Context: an optimization exercise on an open-source flow, tuned for small area. The choices shown serve that exercise and are no tape-out recipe. Function was checked by simulation only, so behaviour that the tests miss may differ from the original. Power is estimated from default activity; no workload was simulated.

==> inputs of v15 <==
==> flow/design.v <==
`timescale 1ns/1ps
package sync_pkg;
	typedef logic [64-1:0]  data_word_t;
	typedef logic [8-1:0]  ctrl_byte_t;
	typedef logic [64-1:0]  time_t;
	typedef logic [4-1:0] port_mask_t;  
	typedef enum logic [8-1:0] {
		CTRL_SOF  = 8'hFF,
		CTRL_BODY = 8'h00,
		CTRL_EOF  = 8'h01
	} ctrl_code_t;
	typedef enum logic [1:0] {
		RX_IDLE,
		RX_WAIT_SOF,
		RX_BODY,
		RX_DONE
	} rx_state_t;
	typedef enum logic {
		TX_IDLE,
		TX_SEND
	} tx_state_t;
endpackage
`timescale 1ns/1ps
module sync_inc #(parameter int W = 64, parameter int B = 8) (
	input  logic [W-1:0] a,
	input  logic         cin,
	output logic [W-1:0] s
);
	localparam int NB = (W + B - 1) / B;
	logic [NB:0] c;
	assign c[0] = cin;
	for (genvar j = 0; j < NB; j++) begin : g_blk
		localparam int LO = j * B;
		localparam int HI = (LO + B > W) ? W - 1 : LO + B - 1;
		logic [HI-LO+1:0] r;
		assign r[0] = c[j];
		for (genvar i = LO; i <= HI; i++) begin : g_bit
			assign s[i]      = a[i] ^ r[i-LO];
			assign r[i-LO+1] = a[i] & r[i-LO];
		end
		assign c[j+1] = c[j] & (&a[HI:LO]);
	end
endmodule
module sync_add #(parameter int W = 64, parameter int B = 8) (
	input  logic [W-1:0] a,
	input  logic [W-1:0] b,
	input  logic         cin,
	output logic [W-1:0] s,
	output logic         cout
);
	localparam int NB = (W + B - 1) / B;
	logic [NB:0] c;
	assign c[0] = cin;
	assign cout = c[NB];
	for (genvar j = 0; j < NB; j++) begin : g_blk
		localparam int LO = j * B;
		localparam int HI = (LO + B > W) ? W - 1 : LO + B - 1;
		localparam int N  = HI - LO + 1;
		logic [N:0]   k;
		logic [N-1:0] s0;
		assign k[0] = (j == 0) ? cin : 1'b0;
		for (genvar i = 0; i < N; i++) begin : g_bit
			assign s0[i]  = a[LO+i] ^ b[LO+i] ^ k[i];
			assign k[i+1] = (a[LO+i] & b[LO+i]) | (a[LO+i] & k[i]) | (b[LO+i] & k[i]);
		end
		if (j == 0) begin : g_first
			assign s[HI:LO] = s0;
			assign c[j+1]   = k[N];
		end else begin : g_rest
			logic [N:0] r;
			assign r[0] = c[j];
			for (genvar i = 0; i < N; i++) begin : g_fix
				assign s[LO+i] = s0[i] ^ r[i];
				assign r[i+1]  = s0[i] & r[i];
			end
			assign c[j+1] = k[N] | (c[j] & (&s0));
		end
	end
endmodule
`timescale 1ns/1ps
module sync_event_ctrl (
	input  logic                                  clk,
	input  logic                                  rst,
	input  logic                                  master_mode,
	input  logic                                  slave_mode,
	input  sync_pkg::port_mask_t                  sync_rx_valid,
	input  logic [16-1:0]       sync_interval,
	input  logic [16-1:0]        sync_timeout,
	input  logic [32-1:0]          link_delay,
	input  sync_pkg::data_word_t                  sync_data,
	input  sync_pkg::ctrl_byte_t                  sync_ctrl,
	input  sync_pkg::port_mask_t                  sync_wr,
	input  sync_pkg::port_mask_t                  udp_rdy,
	output wire  [4*64-1:0]   udp_data,
	output wire  [4*8-1:0]   udp_ctrl,
	output wire  sync_pkg::port_mask_t            udp_wr,
	output sync_pkg::port_mask_t                  sync_rdy,
	output sync_pkg::time_t                       local_clk_counter,
	output sync_pkg::time_t                       global_time,
	output logic                                  sync_state
);
	localparam logic [1:0] ST_IDLE = 2'd0;
	localparam logic [1:0] ST_WAIT = 2'd1;
	localparam logic [1:0] ST_BODY = 2'd2;
	localparam logic [1:0] ST_OUT  = 2'd3;
	localparam logic [79:0] PORT_ID = 80'h0000_FF05_2345_6789_ABCD;
	localparam logic [47:0] MAC_DST = 48'h011B_1900_0000;
	localparam logic [47:0] MAC_SRC = 48'h3C97_0E0F_6857;
	logic [1:0]  st;
	logic [3:0]  cnt;
	sync_pkg::port_mask_t ingress_port;
	sync_pkg::port_mask_t wr_q;
	logic free, rx_done, word_valid, sof, granted, grant, mstart, tx_wr;
	assign free       = (st == ST_IDLE) || (st == ST_OUT && cnt == 4'd10);
	logic  done_q;      
	assign rx_done    = done_q;
	assign word_valid = |(sync_wr & ingress_port);
	assign sof        = word_valid && (sync_ctrl == sync_pkg::CTRL_SOF);
	assign granted    = (st == ST_WAIT) || (st == ST_BODY && !done_q);
	assign grant      = slave_mode && free && (sync_rx_valid != '0);
	assign tx_wr      = (st == ST_OUT) && (cnt != 4'd10);
	logic sync_tick;
	assign mstart = master_mode && free && sync_tick;
	always_ff @(posedge clk or posedge rst) begin
		if (rst) begin
			st           <= ST_IDLE;
			ingress_port <= '0;
			done_q       <= 1'b0;
		end else begin
			done_q <= (st == ST_BODY) && word_valid && (cnt == 4'd8);
			case (st)
				ST_WAIT: if (sof) st <= ST_BODY;
				ST_BODY: if (done_q) st <= ST_OUT;
				default: begin  
					if (st == ST_OUT && cnt != 4'd10)
						st <= ST_OUT;
					else if (grant)
						st <= ST_WAIT;
					else if (mstart)
						st <= ST_OUT;
					else
						st <= ST_IDLE;
				end
			endcase
			if (grant)
				ingress_port <= sync_rx_valid & (~sync_rx_valid + 1'b1);
		end
	end
	always_ff @(posedge clk) begin
		if ((st == ST_WAIT && sof) || (st == ST_BODY && done_q) || mstart)
			cnt <= 4'd1;
		else if ((st == ST_BODY && word_valid) || (st == ST_OUT && cnt != 4'd10))
			cnt <= cnt + 1'b1;
	end
	assign sync_rdy = granted ? ingress_port : '0;
	always_ff @(posedge clk or posedge rst) begin
		if (rst)
			wr_q <= '0;
		else
			wr_q <= udp_rdy & ~ingress_port & {4{tx_wr}};
	end
	assign udp_wr = wr_q;
	logic [31:0] a1, a2, a3, a4, a5, a6;
	logic [15:0] b1, b2, b3, b4, b5;
	logic [15:0] c1, c2, c3, c4, c5;
	logic        mode_q;   
	logic sof_wr, body_wr, sh_a, sh_b, sh_c;
	assign sof_wr  = (st == ST_WAIT) && sof;
	assign body_wr = (st == ST_BODY) && word_valid;
	assign sh_a = sof_wr ||
		(body_wr && (cnt == 4'd1 || cnt == 4'd2 || cnt == 4'd4 || cnt == 4'd7 || cnt == 4'd8)) ||
		(st == ST_OUT && !master_mode && (cnt == 4'd2 || cnt == 4'd3 || cnt == 4'd4 || cnt == 4'd6 || cnt == 4'd9));
	assign sh_b = sof_wr ||
		(body_wr && (cnt == 4'd1 || cnt == 4'd4 || cnt == 4'd7 || cnt == 4'd8)) ||
		(st == ST_OUT && !master_mode && (cnt == 4'd2 || cnt == 4'd3 || cnt == 4'd6 || cnt == 4'd9));
	assign sh_c = sof_wr ||
		(body_wr && (cnt == 4'd1 || cnt == 4'd3 || cnt == 4'd7 || cnt == 4'd8)) ||
		(st == ST_OUT && !master_mode && (cnt == 4'd2 || cnt == 4'd3 || cnt == 4'd5 || cnt == 4'd9));
	logic [63:0] hop_s;
	logic        is_w7;
	assign is_w7 = (st == ST_BODY) && (cnt == 4'd7);
	sync_add #(.W(64), .B(6)) i_hop_add (
		.a({c5, a6, b5}), .b({32'h0, is_w7 ? link_delay : 32'h0}), .cin(1'b0),
		.s(hop_s), .cout()
	);
	always_ff @(posedge clk) begin
		mode_q <= master_mode;
		if (sh_a || mstart)
			a1 <= master_mode ? local_clk_counter[63:32] : a2;
		if (sh_a) begin
			a2 <= a3;
			a3 <= a4;
			a4 <= a5;
			a5 <= hop_s[47:16];
			a6 <= sync_data[63:32];
		end
		if (sh_b || mstart)
			b1 <= master_mode ? local_clk_counter[31:16] : b2;
		if (sh_b) begin
			b2 <= b3;
			b3 <= b4;
			b4 <= hop_s[15:0];
			b5 <= sync_data[31:16];
		end
		if (sh_c || mstart)
			c1 <= master_mode ? local_clk_counter[15:0] : c2;
		if (sh_c) begin
			c2 <= c3;
			c3 <= c4;
			c4 <= hop_s[63:48];
			c5 <= sync_data[15:0];
		end
	end
	localparam sync_pkg::time_t RX_K = 64'd5536;
	sync_pkg::time_t gt_x, gt_y, gt_z, gt_s, gt_c, gt_next, cnt_inc;
	assign gt_x = rx_done ? {a5[15:0], b4, c4, a6[31:16]} : global_time;  
	assign gt_y = rx_done ? {c3, a4, b3} : '0;   
	assign gt_z = rx_done ? RX_K : 64'd8;
	assign gt_s = gt_x ^ gt_y ^ gt_z;
	assign gt_c = (gt_x & gt_y) | (gt_z & (gt_x ^ gt_y));
	sync_add #(.W(64), .B(5)) i_gt_add (
		.a(gt_s), .b({gt_c[62:0], 1'b0}), .cin(1'b0), .s(gt_next), .cout()
	);
	sync_inc #(.W(64), .B(12)) i_cnt_inc (.a(local_clk_counter), .cin(1'b1), .s(cnt_inc));
	always_ff @(posedge clk or posedge rst) begin
		if (rst)
			local_clk_counter <= '0;
		else
			local_clk_counter <= cnt_inc;
	end
	always_ff @(posedge clk or posedge rst) begin
		if (rst)
			global_time <= '0;
		else
			global_time <= gt_next;
	end
	logic [6:0]                      us_cnt;
	logic                            us_wrap;
	logic [16-1:0] interval_cnt;
	logic [16-1:0]  timeout_cnt;
	logic                            timeout_open;
	assign us_wrap = (us_cnt == 7'h70);
	always_ff @(posedge clk) begin
		if (rst || us_wrap)
			us_cnt <= 7'h01;
		else
			us_cnt <= {us_cnt[5:0], us_cnt[6] ^ us_cnt[5]};
		if (rst || interval_cnt == sync_interval)
			interval_cnt <= '0;
		else if (us_wrap)
			interval_cnt <= interval_cnt + 1'b1;
		sync_tick <= !rst && (interval_cnt == sync_interval);
	end
	assign timeout_open = (timeout_cnt != sync_timeout);
	always_ff @(posedge clk) begin
		if (rst || rx_done)
			timeout_cnt <= '0;
		else if (sync_tick && timeout_open)
			timeout_cnt <= timeout_cnt + 1'b1;
	end
	always_ff @(posedge clk or posedge rst) begin
		if (rst)
			sync_state <= 1'b0;
		else
			sync_state <= master_mode || (slave_mode && timeout_open);
	end
	sync_pkg::data_word_t hd, tx_data;
	sync_pkg::ctrl_byte_t tx_ctrl;
	assign hd = {a1, b1, c1};
	always_comb begin
		case (cnt)
			4'd2: tx_data = hd;
			4'd3: tx_data = mode_q ? {MAC_DST, MAC_SRC[47:32]} : hd;
			4'd4: tx_data = {mode_q ? MAC_SRC[31:0] : hd[63:32], 16'h88F7, 12'h000, 4'h2};
			4'd5: tx_data = {16'h002C, 8'h00, 8'h00, 16'h0000, mode_q ? 16'h0000 : c1};
			4'd6: tx_data = {mode_q ? 48'h0 : hd[63:16], 16'h0000};
			4'd7: tx_data = {16'h0000, PORT_ID[79:32]};
			4'd8: tx_data = {PORT_ID[31:0], 16'h0000, 8'h00, 8'h7F};
			4'd9: tx_data = mode_q ? {16'h0000, hd[60:13]} : hd;
			default: tx_data = mode_q ? {hd[12:0], 51'h0} : hd;
		endcase
		if (cnt == 4'd2)
			tx_ctrl = sync_pkg::CTRL_SOF;
		else if (cnt == 4'd10)
			tx_ctrl = sync_pkg::CTRL_EOF;
		else
			tx_ctrl = sync_pkg::CTRL_BODY;
	end
	for (genvar p = 0; p < 4; p++) begin : g_port
		assign udp_data[p*64 +: 64] = tx_data;
		assign udp_ctrl[p*8 +: 8] = tx_ctrl;
	end
endmodule
==> flow/flow/run.sh <==
#!/bin/bash
# Standard layout with two changes that only affect area:
# - every port is buffered by the smallest buffer cell instead of the
#   10 um2 delay buffer that buffer_ports picks by itself;
# - clock tree synthesis builds from small clock buffers, each driving up
#   to 8 flip-flops, and leaves out the dummy loads it adds to balance
#   leaf nets.
set -euo pipefail
export BUFFER_PORTS_ARGS="-buffer_cell sky130_fd_sc_hd__buf_1"
export CTS_ARGS="-sink_clustering_enable -repair_clock_nets -dont_use_dummy_load -buf_list {sky130_fd_sc_hd__clkbuf_4} -sink_clustering_size 8 -sink_clustering_max_diameter 50"
bash standard.sh > make_flow.log 2>&1
==> flow/standard.sh <==
#!/bin/bash
# synth_recipe.tcl (not shown) runs the flow's synth.tcl, then flattens the netlist and writes it again
# the make line also repeats each setting of config.mk as NAME=value (left out here)
make -C /OpenROAD-flow-scripts/flow DESIGN_CONFIG=/design/flow/config.mk WORK_HOME=/design/flow/orfs CLKGATE_MAP_FILE= SYNTH_SCRIPT=/design/flow/synth_recipe.tcl "${@:-finish}"
==> flow/config.mk <==
export PLATFORM = sky130hd
export DESIGN_NAME = sync_event_ctrl
export DESIGN_NICKNAME = sync_event_ctrl
export VERILOG_FILES = /design/flow/design.v
export SDC_FILE = /design/flow/constraint.sdc
export NUM_CORES = 4
export LEC_CHECK = 0
export CAP_MARGIN = 20
export CORE_MARGIN = 2
export CORE_UTILIZATION = 65
export PLACE_DENSITY = 0.75
export SLEW_MARGIN = 20
==> flow/constraint.sdc <==
create_clock -name core_clock -period 8.0 [get_ports {clk}]
set_input_delay 1.6000 -clock core_clock [delete_from_list [all_inputs] [get_ports {clk}]]
set_output_delay 1.6000 -clock core_clock [all_outputs]
set_load 0.01 [all_outputs]
==> inputs of v19, as changes to v15 <==
--- a/flow/design.v
+++ b/flow/design.v
@@ -223,3 +223,3 @@
 	);
-	sync_inc #(.W(64), .B(12)) i_cnt_inc (.a(local_clk_counter), .cin(1'b1), .s(cnt_inc));
+	sync_inc #(.W(64)) i_cnt_inc (.a(local_clk_counter), .cin(1'b1), .s(cnt_inc));
 	always_ff @(posedge clk or posedge rst) begin
--- a/flow/flow/run.sh
+++ b/flow/flow/run.sh
@@ -9,3 +9,3 @@
 export BUFFER_PORTS_ARGS="-buffer_cell sky130_fd_sc_hd__buf_1"
-export CTS_ARGS="-sink_clustering_enable -repair_clock_nets -dont_use_dummy_load -buf_list {sky130_fd_sc_hd__clkbuf_4} -sink_clustering_size 8 -sink_clustering_max_diameter 50"
+export CTS_ARGS="-sink_clustering_enable -repair_clock_nets -dont_use_dummy_load -buf_list {sky130_fd_sc_hd__clkbuf_4} -sink_clustering_size 8 -sink_clustering_max_diameter 60"
 bash standard.sh > make_flow.log 2>&1
--- a/flow/config.mk
+++ b/flow/config.mk
@@ -9,4 +9,3 @@
 export CORE_MARGIN = 2
-export CORE_UTILIZATION = 65
-export PLACE_DENSITY = 0.75
+export CORE_UTILIZATION = 55
 export SLEW_MARGIN = 20
==> inputs of v28, as changes to v15 <==
--- a/flow/design.v
+++ b/flow/design.v
@@ -63,3 +63,3 @@
 			assign s0[i]  = a[LO+i] ^ b[LO+i] ^ k[i];
-			assign k[i+1] = (a[LO+i] & b[LO+i]) | (a[LO+i] & k[i]) | (b[LO+i] & k[i]);
+			assign k[i+1] = (a[LO+i] & b[LO+i]) | (k[i] & (a[LO+i] ^ b[LO+i]));
 		end
@@ -165,2 +165,3 @@
 	logic [15:0] c1, c2, c3, c4, c5;
+	logic        c_carry;  
 	logic        mode_q;   
@@ -171,15 +172,15 @@
 		(body_wr && (cnt == 4'd1 || cnt == 4'd2 || cnt == 4'd4 || cnt == 4'd7 || cnt == 4'd8)) ||
-		(st == ST_OUT && !master_mode && (cnt == 4'd2 || cnt == 4'd3 || cnt == 4'd4 || cnt == 4'd6 || cnt == 4'd9));
+		(st == ST_OUT && (cnt == 4'd2 || cnt == 4'd3 || cnt == 4'd4 || cnt == 4'd6 || cnt == 4'd9));
 	assign sh_b = sof_wr ||
 		(body_wr && (cnt == 4'd1 || cnt == 4'd4 || cnt == 4'd7 || cnt == 4'd8)) ||
-		(st == ST_OUT && !master_mode && (cnt == 4'd2 || cnt == 4'd3 || cnt == 4'd6 || cnt == 4'd9));
+		(st == ST_OUT && (cnt == 4'd2 || cnt == 4'd3 || cnt == 4'd6 || cnt == 4'd9));
 	assign sh_c = sof_wr ||
 		(body_wr && (cnt == 4'd1 || cnt == 4'd3 || cnt == 4'd7 || cnt == 4'd8)) ||
-		(st == ST_OUT && !master_mode && (cnt == 4'd2 || cnt == 4'd3 || cnt == 4'd5 || cnt == 4'd9));
-	logic [63:0] hop_s;
-	logic        is_w7;
+		(st == ST_OUT && (cnt == 4'd2 || cnt == 4'd3 || cnt == 4'd5 || cnt == 4'd9));
+	logic [47:0] hop_s;
+	logic        hop_co, is_w7;
 	assign is_w7 = (st == ST_BODY) && (cnt == 4'd7);
-	sync_add #(.W(64), .B(6)) i_hop_add (
-		.a({c5, a6, b5}), .b({32'h0, is_w7 ? link_delay : 32'h0}), .cin(1'b0),
-		.s(hop_s), .cout()
+	sync_add #(.W(48), .B(5)) i_hop_add (
+		.a({a6, b5}), .b({16'h0, is_w7 ? link_delay : 32'h0}), .cin(1'b0),
+		.s(hop_s), .cout(hop_co)
 	);
@@ -187,4 +188,9 @@
 		mode_q <= master_mode;
-		if (sh_a || mstart)
-			a1 <= master_mode ? local_clk_counter[63:32] : a2;
+		if (body_wr && is_w7)
+			c_carry <= hop_co;
+		if (sh_a || mstart) begin
+			a1 <= mstart ? local_clk_counter[63:32] : a2;
+			a5[15:0] <= mstart ? global_time[63:48] : hop_s[31:16];
+			a6[31:16] <= mstart ? global_time[15:0] : sync_data[63:48];
+		end
 		if (sh_a) begin
@@ -193,7 +199,9 @@
 			a4 <= a5;
-			a5 <= hop_s[47:16];
-			a6 <= sync_data[63:32];
+			a5[31:16] <= hop_s[47:32];
+			a6[15:0]  <= sync_data[47:32];
+		end
+		if (sh_b || mstart) begin
+			b1 <= mstart ? local_clk_counter[31:16] : b2;
+			b4 <= mstart ? global_time[47:32] : hop_s[15:0];
 		end
-		if (sh_b || mstart)
-			b1 <= master_mode ? local_clk_counter[31:16] : b2;
 		if (sh_b) begin
@@ -201,7 +209,8 @@
 			b3 <= b4;
-			b4 <= hop_s[15:0];
 			b5 <= sync_data[31:16];
 		end
-		if (sh_c || mstart)
-			c1 <= master_mode ? local_clk_counter[15:0] : c2;
+		if (sh_c || mstart) begin
+			c1 <= mstart ? local_clk_counter[15:0] : c2;
+			c4 <= mstart ? global_time[31:16] : c5;
+		end
 		if (sh_c) begin
@@ -209,3 +218,2 @@
 			c3 <= c4;
-			c4 <= hop_s[63:48];
 			c5 <= sync_data[15:0];
@@ -213,2 +221,4 @@
 	end
+	logic [15:0] c1_inc;
+	sync_inc #(.W(16)) i_chi_inc (.a(c1), .cin(c_carry), .s(c1_inc));
 	localparam sync_pkg::time_t RX_K = 64'd5536;
@@ -217,3 +227,3 @@
 	assign gt_y = rx_done ? {c3, a4, b3} : '0;   
-	assign gt_z = rx_done ? RX_K : 64'd8;
+	assign gt_z = rx_done ? (RX_K | {15'h0, c_carry, 48'h0}) : 64'd8;
 	assign gt_s = gt_x ^ gt_y ^ gt_z;
@@ -223,3 +233,3 @@
 	);
-	sync_inc #(.W(64), .B(12)) i_cnt_inc (.a(local_clk_counter), .cin(1'b1), .s(cnt_inc));
+	sync_inc #(.W(64)) i_cnt_inc (.a(local_clk_counter), .cin(1'b1), .s(cnt_inc));
 	always_ff @(posedge clk or posedge rst) begin
@@ -241,8 +251,8 @@
 	logic                            timeout_open;
-	assign us_wrap = (us_cnt == 7'h70);
+	assign us_wrap = (us_cnt == 7'(125 - 1));
 	always_ff @(posedge clk) begin
 		if (rst || us_wrap)
-			us_cnt <= 7'h01;
+			us_cnt <= '0;
 		else
-			us_cnt <= {us_cnt[5:0], us_cnt[6] ^ us_cnt[5]};
+			us_cnt <= us_cnt + 1'b1;
 		if (rst || interval_cnt == sync_interval)
@@ -266,16 +276,38 @@
 	end
-	sync_pkg::data_word_t hd, tx_data;
+	logic [31:0] out_a;
+	logic [15:0] out_b, out_c;
 	sync_pkg::ctrl_byte_t tx_ctrl;
-	assign hd = {a1, b1, c1};
 	always_comb begin
 		case (cnt)
-			4'd2: tx_data = hd;
-			4'd3: tx_data = mode_q ? {MAC_DST, MAC_SRC[47:32]} : hd;
-			4'd4: tx_data = {mode_q ? MAC_SRC[31:0] : hd[63:32], 16'h88F7, 12'h000, 4'h2};
-			4'd5: tx_data = {16'h002C, 8'h00, 8'h00, 16'h0000, mode_q ? 16'h0000 : c1};
-			4'd6: tx_data = {mode_q ? 48'h0 : hd[63:16], 16'h0000};
-			4'd7: tx_data = {16'h0000, PORT_ID[79:32]};
-			4'd8: tx_data = {PORT_ID[31:0], 16'h0000, 8'h00, 8'h7F};
-			4'd9: tx_data = mode_q ? {16'h0000, hd[60:13]} : hd;
-			default: tx_data = mode_q ? {hd[12:0], 51'h0} : hd;
+			4'd2: out_a = a1;
+			4'd3: out_a = mode_q ? MAC_DST[47:16] : a1;
+			4'd4: out_a = mode_q ? MAC_SRC[31:0] : a1;
+			4'd5: out_a = {16'h002C, 16'h0000};
+			4'd6: out_a = mode_q ? 32'h0 : a1;
+			4'd7: out_a = {16'h0000, PORT_ID[79:64]};
+			4'd8: out_a = PORT_ID[31:0];
+			4'd9: out_a = {mode_q ? 16'h0000 : a1[31:16], a1[15:0]};
+			default: out_a = {a1[31:16], mode_q ? 16'h0000 : a1[15:0]};
+		endcase
+		case (cnt)
+			4'd2: out_b = b1;
+			4'd3: out_b = mode_q ? MAC_DST[15:0] : b1;
+			4'd4: out_b = 16'h88F7;
+			4'd5: out_b = 16'h0000;
+			4'd6: out_b = mode_q ? 16'h0000 : b1;
+			4'd7: out_b = PORT_ID[63:48];
+			4'd8: out_b = 16'h0000;
+			4'd9: out_b = b1;
+			default: out_b = mode_q ? 16'h0000 : b1;
+		endcase
+		case (cnt)
+			4'd2: out_c = c1;
+			4'd3: out_c = mode_q ? MAC_SRC[47:32] : c1;
+			4'd4: out_c = {12'h000, 4'h2};
+			4'd5: out_c = mode_q ? 16'h0000 : c1_inc;
+			4'd6: out_c = 16'h0000;
+			4'd7: out_c = PORT_ID[47:32];
+			4'd8: out_c = {8'h00, 8'h7F};
+			4'd9: out_c = c1;
+			default: out_c = mode_q ? 16'h0000 : c1;
 		endcase
@@ -288,2 +320,4 @@
 	end
+	sync_pkg::data_word_t tx_data;
+	assign tx_data = {out_a, out_b, out_c};
 	for (genvar p = 0; p < 4; p++) begin : g_port
==> flow/flow/run.sh (replaced) <==
#!/bin/bash
# Standard layout with two changes that only affect area:
# - every port is buffered by the smallest buffer cell instead of the
#   10 um2 delay buffer that buffer_ports picks by itself;
# - clock tree synthesis builds from small clock buffers and leaves out
#   the dummy loads it adds to balance leaf nets.
set -euo pipefail
export BUFFER_PORTS_ARGS="-buffer_cell sky130_fd_sc_hd__buf_1"
export CTS_ARGS="-sink_clustering_enable -repair_clock_nets -dont_use_dummy_load -buf_list {sky130_fd_sc_hd__clkbuf_2 sky130_fd_sc_hd__clkbuf_4 sky130_fd_sc_hd__clkbuf_8}"
bash standard.sh > make_flow.log 2>&1
--- a/flow/config.mk
+++ b/flow/config.mk
@@ -9,4 +9,3 @@
 export CORE_MARGIN = 2
-export CORE_UTILIZATION = 65
-export PLACE_DENSITY = 0.75
+export CORE_UTILIZATION = 55
 export SLEW_MARGIN = 20
==> inputs of v31, as changes to v15 <==
--- a/flow/design.v
+++ b/flow/design.v
@@ -63,3 +63,3 @@
 			assign s0[i]  = a[LO+i] ^ b[LO+i] ^ k[i];
-			assign k[i+1] = (a[LO+i] & b[LO+i]) | (a[LO+i] & k[i]) | (b[LO+i] & k[i]);
+			assign k[i+1] = (a[LO+i] & b[LO+i]) | (k[i] & (a[LO+i] ^ b[LO+i]));
 		end
@@ -165,2 +165,3 @@
 	logic [15:0] c1, c2, c3, c4, c5;
+	logic        c_carry;  
 	logic        mode_q;   
@@ -178,8 +179,8 @@
 		(st == ST_OUT && !master_mode && (cnt == 4'd2 || cnt == 4'd3 || cnt == 4'd5 || cnt == 4'd9));
-	logic [63:0] hop_s;
-	logic        is_w7;
+	logic [47:0] hop_s;
+	logic        hop_co, is_w7;
 	assign is_w7 = (st == ST_BODY) && (cnt == 4'd7);
-	sync_add #(.W(64), .B(6)) i_hop_add (
-		.a({c5, a6, b5}), .b({32'h0, is_w7 ? link_delay : 32'h0}), .cin(1'b0),
-		.s(hop_s), .cout()
+	sync_add #(.W(48), .B(6)) i_hop_add (
+		.a({a6, b5}), .b({16'h0, is_w7 ? link_delay : 32'h0}), .cin(1'b0),
+		.s(hop_s), .cout(hop_co)
 	);
@@ -187,2 +188,4 @@
 		mode_q <= master_mode;
+		if (body_wr && is_w7)
+			c_carry <= hop_co;
 		if (sh_a || mstart)
@@ -209,3 +212,3 @@
 			c3 <= c4;
-			c4 <= hop_s[63:48];
+			c4 <= c5;
 			c5 <= sync_data[15:0];
@@ -213,2 +216,4 @@
 	end
+	logic [15:0] c1_inc;
+	sync_inc #(.W(16)) i_chi_inc (.a(c1), .cin(c_carry), .s(c1_inc));
 	localparam sync_pkg::time_t RX_K = 64'd5536;
@@ -217,3 +222,3 @@
 	assign gt_y = rx_done ? {c3, a4, b3} : '0;   
-	assign gt_z = rx_done ? RX_K : 64'd8;
+	assign gt_z = rx_done ? (RX_K | {15'h0, c_carry, 48'h0}) : 64'd8;
 	assign gt_s = gt_x ^ gt_y ^ gt_z;
@@ -223,3 +228,3 @@
 	);
-	sync_inc #(.W(64), .B(12)) i_cnt_inc (.a(local_clk_counter), .cin(1'b1), .s(cnt_inc));
+	sync_inc #(.W(64)) i_cnt_inc (.a(local_clk_counter), .cin(1'b1), .s(cnt_inc));
 	always_ff @(posedge clk or posedge rst) begin
@@ -241,8 +246,8 @@
 	logic                            timeout_open;
-	assign us_wrap = (us_cnt == 7'h70);
+	assign us_wrap = (us_cnt == 7'(125 - 1));
 	always_ff @(posedge clk) begin
 		if (rst || us_wrap)
-			us_cnt <= 7'h01;
-		else
-			us_cnt <= {us_cnt[5:0], us_cnt[6] ^ us_cnt[5]};
+			us_cnt <= '0;
+		else
+			us_cnt <= us_cnt + 1'b1;
 		if (rst || interval_cnt == sync_interval)
@@ -274,3 +279,3 @@
 			4'd4: tx_data = {mode_q ? MAC_SRC[31:0] : hd[63:32], 16'h88F7, 12'h000, 4'h2};
-			4'd5: tx_data = {16'h002C, 8'h00, 8'h00, 16'h0000, mode_q ? 16'h0000 : c1};
+			4'd5: tx_data = {16'h002C, 8'h00, 8'h00, 16'h0000, mode_q ? 16'h0000 : c1_inc};
 			4'd6: tx_data = {mode_q ? 48'h0 : hd[63:16], 16'h0000};
==> flow/flow/run.sh (replaced) <==
#!/bin/bash
# Standard layout with two changes that only affect area:
# - every port is buffered by the smallest buffer cell instead of the
#   10 um2 delay buffer that buffer_ports picks by itself;
# - clock tree synthesis builds from small clock buffers and leaves out
#   the dummy loads it adds to balance leaf nets.
set -euo pipefail
export BUFFER_PORTS_ARGS="-buffer_cell sky130_fd_sc_hd__buf_1"
export CTS_ARGS="-sink_clustering_enable -repair_clock_nets -dont_use_dummy_load -buf_list {sky130_fd_sc_hd__clkbuf_2 sky130_fd_sc_hd__clkbuf_4 sky130_fd_sc_hd__clkbuf_8}"
bash standard.sh > make_flow.log 2>&1
--- a/flow/config.mk
+++ b/flow/config.mk
@@ -9,4 +9,3 @@
 export CORE_MARGIN = 2
-export CORE_UTILIZATION = 65
-export PLACE_DENSITY = 0.75
+export CORE_UTILIZATION = 55
 export SLEW_MARGIN = 20
==> summary of the runs <==
The lowest power belongs to v19, the highest to v28. In v28 the cell area is larger than in v31, by 1.5%. Between v28 and v31, the lower non-clock buffer count is in v28 (gap 4). Between v19 and v31, the lower flip-flop and latch count is in v19 (gap 1). Wire length: v19 > v15 > v31 > v28. Between v28 and v15, the lower clock power is in v15 (gap 50%, measured against v15).
==> figures <==
item	v31	v19	v15	v28
Run status	timing/DRC/antenna clean	timing/DRC/antenna clean	timing/DRC/antenna clean	timing/DRC/antenna clean
Vias per Instance	5.525	5.672	6.117	5.372
Detail Placement HPWL	61880 um	66660 um	64780 um	59030 um
Combined global-route utilization of all metal layers	0.3000	0.3248	0.3746	0.2872
Critical path launch point	cnt[0]$_SDFFE_PP1P_	st[0]$_DFFE_PP0P_	cnt[3]$_SDFFE_PP0P_	cnt[2]$_SDFFE_PP0P_
Total standard cell area after synthesis	27940 um2	27520 um2	27630 um2	28430 um2
Power group with the highest consumption	sequential cells	combinational cells	sequential cells	sequential cells
Adder and majority cell fraction of the synthesized area	0.1671	0.1680	0.1683	0.1631
Compound-Gate Fraction of Synth Area	0.04447	0.04528	0.04546	0.03230
Final weighted congestion in routability-driven placement	0.9285	0.9387	0.9834	0.9127
P_int	6.635 mW	5.742 mW	5.899 mW	6.986 mW
Number of nets produced by synthesis	2570	2503	2511	2891
Count of state elements after synthesis	538	537	537	538
Fraction of met1 tracks used by global routing	0.3768	0.4061	0.5016	0.3812

## re-timing with driven ports
The results above use ideal ports. As a check the final layouts listed here were re-extracted and re-timed, cells and wires unchanged. Step 1, drivers: a clkbuf_16 drives clk and a buf_2 each remaining input, both assumed. Step 2, shift: input delay + t, output delay - t, t = (earliest + latest rising clock arrival at the registers) / 2. This alone moves slack from input paths to output paths. Slacks: ideal / step 1 / step 2; pairs: ideal / step 1.
run | t (ns) | slack for setup (ns) | worst slew at a driven data input, ns
v15 | 0.808 | 0.963 / 0.963 / 0.963 | 0.08
v19 | 0.863 | 1.162 / 1.162 / 0.842 | 0.12
v28 | 0.701 | 1.192 / 1.192 / 1.192 | 0.06
v31 | 0.684 | 0.818 / 0.818 / 0.818 | 0.06
After both steps setup and hold are still met in every run listed. The setup slack of v19, which loses most, moves by 0.000 ns with the drivers and by -0.320 ns with both steps.
